What follows belongs to an exercise in optimizing a design on an open flow for small area; a production flow would make more cautious choices.
Only the layout flow was run in this run; the RTL was not checked for function there.
No activity file was given, so power comes from the tool's default toggle rates.

[config.mk]
export PLATFORM = sky130hd
export DESIGN_NAME = aligner_tmr
export DESIGN_NICKNAME = aligner_tmr
export VERILOG_FILES = /design/flow/design.v
export SDC_FILE = /design/flow/constraint.sdc
export NUM_CORES = 4
export LEC_CHECK = 0
export CAP_MARGIN = 20
export CORE_MARGIN = 2
export CORE_UTILIZATION = 40
export SLEW_MARGIN = 20
[constraint.sdc]
create_clock -name core_clock -period 8.0 [get_ports {clk}]
set_input_delay 1.6000 -clock core_clock [delete_from_list [all_inputs] [get_ports {clk}]]
set_output_delay 1.6000 -clock core_clock [all_outputs]
set_load 0.01 [all_outputs]
[design.v]
`timescale 1ns/1ps
module fetch_aligner (
        input  logic        clk,
        input  logic        rst_n_i,
        input  logic        fetch_valid_i,
        input  logic [31:0] fetch_rdata_i,
        input  logic        if_valid_i,
        input  logic        branch_i,
        input  logic [31:0] branch_addr_i,
        output logic        ready_o,
        output logic        instr_valid_o,
        output logic [31:0] instr_o,
        output logic [31:0] pc_o
);
        localparam logic [1:0] ALIGNED           = 2'd0;
        localparam logic [1:0] MISALIGNED32      = 2'd1;
        localparam logic [1:0] MISALIGNED16      = 2'd2;
        localparam logic [1:0] BRANCH_MISALIGNED = 2'd3;
        logic [1:0]  state_q, state_d;
        logic [31:0] pc_q, pc_d;
        logic [15:0] held_q, held_d;
        logic [15:0] lo_h, hi_h;
        logic        lo_c, hi_c;
        logic        take;
        assign lo_h = fetch_rdata_i[15:0];
        assign hi_h = fetch_rdata_i[31:16];
        assign lo_c = lo_h[1:0] != 2'b11;
        assign hi_c = hi_h[1:0] != 2'b11;
        assign take = instr_valid_o & if_valid_i;
        always_comb begin
                ready_o       = 1'b1;
                instr_valid_o = 1'b0;
                instr_o       = fetch_rdata_i;
                pc_o          = pc_q;
                case (state_q)
                        ALIGNED: begin
                                instr_valid_o = fetch_valid_i;
                                if (lo_c) begin
                                        instr_o = {16'h0000, lo_h};
                                end
                        end
                        MISALIGNED32: begin
                                instr_valid_o = fetch_valid_i;
                                instr_o       = {lo_h, held_q};
                        end
                        MISALIGNED16: begin
                                ready_o       = 1'b0;
                                instr_valid_o = 1'b1;
                                instr_o       = {16'h0000, held_q};
                        end
                        default: begin  
                                instr_valid_o = fetch_valid_i & hi_c;
                                instr_o       = {16'h0000, hi_h};
                        end
                endcase
                if (branch_i) begin
                        instr_valid_o = 1'b0;
                end
        end
        always_comb begin
                state_d = state_q;
                pc_d    = pc_q;
                held_d  = held_q;
                if (branch_i) begin
                        pc_d    = branch_addr_i;
                        state_d = branch_addr_i[1] ? BRANCH_MISALIGNED : ALIGNED;
                end else begin
                        case (state_q)
                                ALIGNED: begin
                                        if (take && lo_c) begin
                                                pc_d    = pc_q + 32'd2;
                                                held_d  = hi_h;
                                                state_d = hi_c ? MISALIGNED16 : MISALIGNED32;
                                        end else if (take) begin
                                                pc_d = pc_q + 32'd4;
                                        end
                                end
                                MISALIGNED32: begin
                                        if (take) begin
                                                pc_d    = pc_q + 32'd4;
                                                held_d  = hi_h;
                                                state_d = hi_c ? MISALIGNED16 : MISALIGNED32;
                                        end
                                end
                                MISALIGNED16: begin
                                        if (take) begin
                                                pc_d    = pc_q + 32'd2;
                                                state_d = ALIGNED;
                                        end
                                end
                                default: begin  
                                        if (take) begin
                                                pc_d    = pc_q + 32'd2;
                                                state_d = ALIGNED;
                                        end else if (fetch_valid_i && !hi_c) begin
                                                held_d  = hi_h;
                                                state_d = MISALIGNED32;
                                        end
                                end
                        endcase
                end
        end
        always_ff @(posedge clk) begin
                if (!rst_n_i) begin
                        state_q <= ALIGNED;
                        pc_q    <= '0;
                end else begin
                        state_q <= state_d;
                        pc_q    <= pc_d;
                end
        end
        always_ff @(posedge clk) begin
                held_q <= held_d;
        end
endmodule
`timescale 1ns/1ps
module breakage_monitor #(
        parameter int unsigned INCREMENT       = 3,
        parameter int unsigned DECREMENT       = 1,
        parameter int unsigned BREAK_THRESHOLD = 9,
        parameter int unsigned COUNT_W         = 5
) (
        input  logic clk,
        input  logic rst_n_i,
        input  logic err_detected_i,
        input  logic set_broken_i,
        output logic is_broken_o
);
        localparam logic [COUNT_W:0] INC_X = (COUNT_W + 1)'(INCREMENT);
        localparam logic [COUNT_W:0] MAX_X = {1'b0, {COUNT_W{1'b1}}};
        logic [COUNT_W-1:0] count_q, count_d;
        logic [COUNT_W:0]   sum;
        assign sum = {1'b0, count_q} + INC_X;
        always_comb begin
                if (err_detected_i) begin
                        count_d = (sum > MAX_X) ? MAX_X[COUNT_W-1:0] : sum[COUNT_W-1:0];
                end else if (count_q < COUNT_W'(DECREMENT)) begin
                        count_d = '0;
                end else begin
                        count_d = count_q - COUNT_W'(DECREMENT);
                end
        end
        always_ff @(posedge clk) begin
                if (!rst_n_i) begin
                        count_q     <= '0;
                        is_broken_o <= 1'b0;
                end else begin
                        count_q     <= count_d;
                        is_broken_o <= is_broken_o | set_broken_i |
                                       (count_q >= COUNT_W'(BREAK_THRESHOLD));
                end
        end
endmodule
`timescale 1ns/1ps
module tmr_voter #(
        parameter int unsigned W = 66
) (
        input  logic [3*W-1:0] vote_i,
        input  logic [2:0]     broken_i,
        output logic [W-1:0]   voted_o,
        output logic [2:0]     block_err_o,
        output logic           err_detected_o,
        output logic           err_corrected_o
);
        logic [W-1:0] v0, v1, v2;
        logic [W-1:0] maj;
        logic [W-1:0] first_v;
        logic [2:0]   healthy;
        logic [2:0]   differs;
        logic [1:0]   first_idx;
        logic [1:0]   n_broken;
        assign v0 = vote_i[0*W +: W];
        assign v1 = vote_i[1*W +: W];
        assign v2 = vote_i[2*W +: W];
        assign maj = (v0 & v1) | (v1 & v2) | (v0 & v2);
        assign healthy  = ~broken_i;
        assign n_broken = 2'(broken_i[0]) + 2'(broken_i[1]) + 2'(broken_i[2]);
        always_comb begin
                first_idx = 2'd0;
                for (int k = 2; k >= 0; k--) begin
                        if (healthy[k]) begin
                                first_idx = 2'(k);
                        end
                end
        end
        always_comb begin
                case (first_idx)
                        2'd1:    first_v = v1;
                        2'd2:    first_v = v2;
                        default: first_v = v0;
                endcase
        end
        always_comb begin
                if (broken_i == 3'b000) begin
                        differs[0] = v0 != maj;
                        differs[1] = v1 != maj;
                        differs[2] = v2 != maj;
                end else begin
                        differs[0] = healthy[0] && (v0 != first_v);
                        differs[1] = healthy[1] && (v1 != first_v);
                        differs[2] = healthy[2] && (v2 != first_v);
                end
        end
        always_comb begin
                voted_o         = first_v;
                block_err_o     = 3'b000;
                err_detected_o  = 1'b0;
                err_corrected_o = 1'b0;
                case (n_broken)
                        2'd0: begin
                                voted_o         = maj;
                                block_err_o     = differs;
                                err_detected_o  = |differs;
                                err_corrected_o = |differs;
                        end
                        2'd1: begin
                                err_detected_o = |differs;
                                block_err_o    = (|differs) ? healthy : 3'b000;
                        end
                        default: ;
                endcase
        end
endmodule
`timescale 1ns/1ps
module aligner_tmr #(
        parameter int unsigned INCREMENT       = 3,
        parameter int unsigned DECREMENT       = 1,
        parameter int unsigned BREAK_THRESHOLD = 9,
        parameter int unsigned COUNT_W         = 5
) (
        input  logic        clk,
        input  logic        rst_n_i,
        input  logic [2:0]  fetch_valid_i,
        input  logic [95:0] fetch_rdata_i,
        input  logic [2:0]  if_valid_i,
        input  logic [2:0]  branch_i,
        input  logic [95:0] branch_addr_i,
        input  logic [2:0]  set_broken_i,
        output logic        ready_o,
        output logic        instr_valid_o,
        output logic [31:0] instr_o,
        output logic [31:0] pc_o,
        output logic [2:0]  is_broken_o,
        output logic        err_detected_o,
        output logic        err_corrected_o
);
        localparam int unsigned W = 66;
        logic [3*W-1:0] rep_out;
        logic [2:0]     block_err;
        for (genvar g = 0; g < 3; g++) begin : g_replica
                fetch_aligner i_aligner (
                        .clk           (clk),
                        .rst_n_i       (rst_n_i),
                        .fetch_valid_i (fetch_valid_i[g]),
                        .fetch_rdata_i (fetch_rdata_i[g*32 +: 32]),
                        .if_valid_i    (if_valid_i[g]),
                        .branch_i      (branch_i[g]),
                        .branch_addr_i (branch_addr_i[g*32 +: 32]),
                        .ready_o       (rep_out[g*W + 65]),
                        .instr_valid_o (rep_out[g*W + 64]),
                        .instr_o       (rep_out[g*W + 32 +: 32]),
                        .pc_o          (rep_out[g*W +: 32])
                );
                breakage_monitor #(
                        .INCREMENT       (INCREMENT),
                        .DECREMENT       (DECREMENT),
                        .BREAK_THRESHOLD (BREAK_THRESHOLD),
                        .COUNT_W         (COUNT_W)
                ) i_monitor (
                        .clk            (clk),
                        .rst_n_i        (rst_n_i),
                        .err_detected_i (block_err[g]),
                        .set_broken_i   (set_broken_i[g]),
                        .is_broken_o    (is_broken_o[g])
                );
        end
        tmr_voter #(.W(W)) i_voter (
                .vote_i          (rep_out),
                .broken_i        (is_broken_o),
                .voted_o         ({ready_o, instr_valid_o, instr_o, pc_o}),
                .block_err_o     (block_err),
                .err_detected_o  (err_detected_o),
                .err_corrected_o (err_corrected_o)
        );
endmodule
[run.sh]
#!/bin/bash
# synth_recipe.tcl (not shown) runs the flow's synth.tcl, then flattens the netlist and writes it again
# the make line also repeats each setting of config.mk as NAME=value (left out here)
make -C /OpenROAD-flow-scripts/flow DESIGN_CONFIG=/design/flow/config.mk WORK_HOME=/design/flow/orfs CLKGATE_MAP_FILE= SYNTH_SCRIPT=/design/flow/synth_recipe.tcl finish
==> impl_metrics.yaml <==
status:
  outcome: "finished clean"
setup_path:
  cp_top_family: "buffers and inverters"
  cp_cell_sequence: "clkdlybuf4s50_1 -> buf_4 -> a21oi_1 -> a211oi_1 -> nor4_1 -> o22ai_1 -> nor4_1 -> nand4_1 -> nor4_1 -> buf_4 -> nand2_1 -> buf_4 -> nand2_1 -> a21oi_1 -> clkdlybuf4s50_1"
  startpoint_type: "input pin"
  cp_num_cells: 15
  criticalPathCategory: "input pin to output pin"
  path_buf_inv: 5
  rr_worst_depth: 15
  critical_path.max_stage_delay_ns: 0.58
  critPathRequiredTime_ns: 6.40
  critPathSlowestCell: "a21oi_1"
  cp_max_fo: 10
  arrival_ns: 6.05
  worstSetupEndpointType: "output pin"
sta:
  fin_crit_sh_pct: 95.6
  fin_tns_setup_ns: 0
  skew_ns: 0.0159
  hold_violations: 0
  maxSlewViolCount: 0
  slew_headroom_pct: 22.5
  fmax_ghz: 0.131
  tightestPinTransition_ns: 1.13
  setup_viol: 0
  rsz0062_at_grt: "no"
  min_period_ns: 7.65
yosys:
  ys_types: 95
  synthXorXnorAreaFrac_pct: 8.08
  synth_ff_type: "dfxtp_1"
  syn_area_per_cell_um2: 7.36
  yosys-top-cells-area: "dfxtp_1 (12%), mux2i_1 (8.2%), edfxtp_1 (7.0%)"
  synth_fa_ha_area_share_pct: 1.21
  synthesis.area_um2: 20600
  synthMuxAreaShare_pct: 10.3
  synthSimpleGateAreaFrac_pct: 26.7
  postSynthCellCount: 2798
  synth_top_cell_area_share_pct: 11.7
  synth_common_cells: "nand2_1 (242), nor2_1 (237), a21oi_1 (206), clkbuf_1 (172), mux2i_1 (168)"
  yosys_warnings: 3
  syn_nets: 3017
  yosysMostFrequentCell: "nand2_1"
  ys_seq_area_share_pct: 18.7
  synth-compound-area-share_pct: 28.2
  synth_seq_cells: 168
  async_flop_share_pct: 0
  synth_edf_count: 48
  synth_top_family_by_area: "compound AO/OA/AOI/OAI gates"
  yosysTopAreaCell: "dfxtp_1"
clock_network:
  cts_hold_buf: 0
  cts_resized: 0
  clock_latency_ns: 0.51
  clock-sinks: 168
  h-tree-depth: 4
  clkSlewWorstSetupHoldPaths_ns: 0.07
  cts_buffers: 17
  cts_root_buf: "clkbuf_16"
  post_cts_buffers: 0
  cts_tree: "built"
  cts.path.max_buffers: 2
drt:
  drt_iter0_drc: 3111
  ant_nets: 0
  routed_wl_um: 121000
  firstDrtPassIters: 6
  viasPerCell: 6.89
  drc: 0
  avgRoutedWirePerCell_um: 33.5
  vias: 25000
place:
  placedCellCount: 3592
  placed_area_um2: 23900
  place_hpwl_um: 93600
  gp_congestion: 1.09
  portBuffers: 276
global_routing:
  grt_use_total_pct: 44.3
  grt_util_met1_pct: 50.8
  grt_pass1_vias: 23500
  grt_pass1_wl_um: 170000
  busiest_layer: "met2"
  gr-usage-met2_pct: 72.4
  use_met3_pct: 9.31
  grt-ovfl-total: 0
  antenna_found_initial: 4
  grt_max_degree: 74
floorplan:
  dieArea_um2: 53300
  floorplan.die.height_um: 231
  rows: 83
  die_w_um: 231
  start_util_pct: 40.3
  io_pins: 277
  core_um2: 51100
power_and_ir_drop:
  power_density_nw_per_um2: 207
  ir_drop_mv: 0.151
  leakagePower_nw: 8.34
hold_path:
  whs_path_depth: 3
  min-delay-path-class: "flop to flop"
cells_and_area:
  layout-drive-gt1-share_pct: 9.24
  num_antenna_cells: 0
  final_cell_area_um2: 24500
  final_cells: 3624
  nets: 3150
  layout-area-overhead-vs-synth_pct: 19.0
job:
  drv_cap: 0
-- cell usage in the layout, fill, tap and decap left out, types with 27 or more instances in the layout --
master / count
a211oi_1: 74
a21o_1: 33
a21oi_1: 206
a22oi_1: 32
a31oi_1: 42
buf_4: 115
clkdlybuf4s50_1: 276
dfxtp_1: 112
edfxtp_1: 48
inv_1: 35
mux2_2: 27
mux2i_1: 162
nand2_1: 241
nand2b_1: 65
nand3_1: 90
nand3b_1: 51
nand4_1: 43
nand4b_1: 43
nor2_1: 235
nor2b_1: 31
nor3_1: 47
nor4_1: 48
o2111ai_1: 28
o21ai_0: 107
o22ai_1: 86
or3b_2: 32
xnor2_1: 102
xor2_1: 88
-- worst paths after layout --
check,from,end,slack (ns)
min reg2reg,g_replica[1].i_monitor.count_q[0],g_replica[1].i_monitor.count_q[0],0.61
max reg2reg,g_replica[2].i_aligner.state_q[0],g_replica[2].i_monitor.count_q[1],2.57
min,g_replica[1].i_monitor.count_q[0],g_replica[1].i_monitor.count_q[0],0.61
max,fetch_rdata_i[64],err_corrected_o,0.35
-- logic make-up after synthesis --
| group | count (synthesis) |
|---|---|
| compound gates | 853 |
| xor+xnor | 190 |
| fa+ha+maj | 21 |
| buf+inv | 320 |
| flops | 168 |
| mux | 203 |
| simple gates | 1043 |
-- metal layers --
layer	vias up	part of all wire [%]	wire length [µm]
li1	10800	-	-
met1	11900	36	44200
met2	1754	45	54900
met3	503	9.1	11100
met4	4	9.1	11100
met5	-	0.031	37
-- flip-flops by register name (all words and copies together) (netlist names) --
register / count
g_replica.i_aligner.state_q: 6
g_replica.i_aligner.held_q: 48
g_replica.i_monitor.count_q: 15
g_replica.i_aligner.pc_q: 96
g_replica.i_monitor.is_broken_o: 3
-- power by group --
| group | internal, mW | total, mW | switching [mW] |
|---|---|---|---|
| registers | 0.947 | 1.19 | 0.242 |
| logic | 1.16 | 2.98 | 1.82 |
| clock network | 0.453 | 0.902 | 0.449 |
-- stage by stage --
step | hold slack [ns] | setup WS (ns) | util, % | power [mW]
2_1_floorplan | 0.555 | 2.27 | - | 2.68
3_3_place_gp | 0.578 | 0.430 | 46.8 | 4.05
3_5_place_dp | 0.595 | 0.525 | 46.8 | 4.06
4_1_cts | 0.605 | 0.502 | 48.0 | 4.97
5_1_grt | 0.657 | 0.214 | 48.0 | 5.23
6_report | 0.614 | 0.349 | 48.0 | 5.07
-- layout make-up --
| type | instances | area (µm²) |
|---|---|---|
| fillers | 5141 | 26600 |
| multi-input cells | 2310 | 15400 |
| flip-flops and latches | 168 | 3850 |
| repair buffers | 394 | 3690 |
| well taps | 680 | 851 |
| clock buffers | 19 | 443 |
| clock inverters | 13 | 153 |
| inverters | 40 | 150 |
-- tightest hold or removal path: stages, from the launching register on --
cell	delay, ns
dfxtp_1	0.38
a21oi_1	0.05
nor2_1	0.09
nor2_1	0.05

afterwards: timing with drivers on the ports:
Ports are ideal in the flow. The routed layout listed here was re-timed in OpenROAD.
Step 1 assumes that a clkbuf_16 drives the clock port and a buf_2 every other input.
Step 2, shift: input delay + t, output delay - t, t = (earliest + latest rising clock arrival at the registers) / 2. This alone moves slack from input paths to output paths.
Slacks: ideal / step 1 / step 2; pairs: ideal / step 1.
shift t [ns]: 0.567
slack for setup (ns): 0.349 / 0.320 / 0.320
latest minus earliest clock arrival (ns): 0.017 / 0.017
worst data-port slew with drivers (ns): 0.07
pins driven straight from the clock port: 1
After both steps setup and hold are still met in this run. The setup slack of this run moves by -0.029 ns with the drivers and by -0.029 ns with both steps.
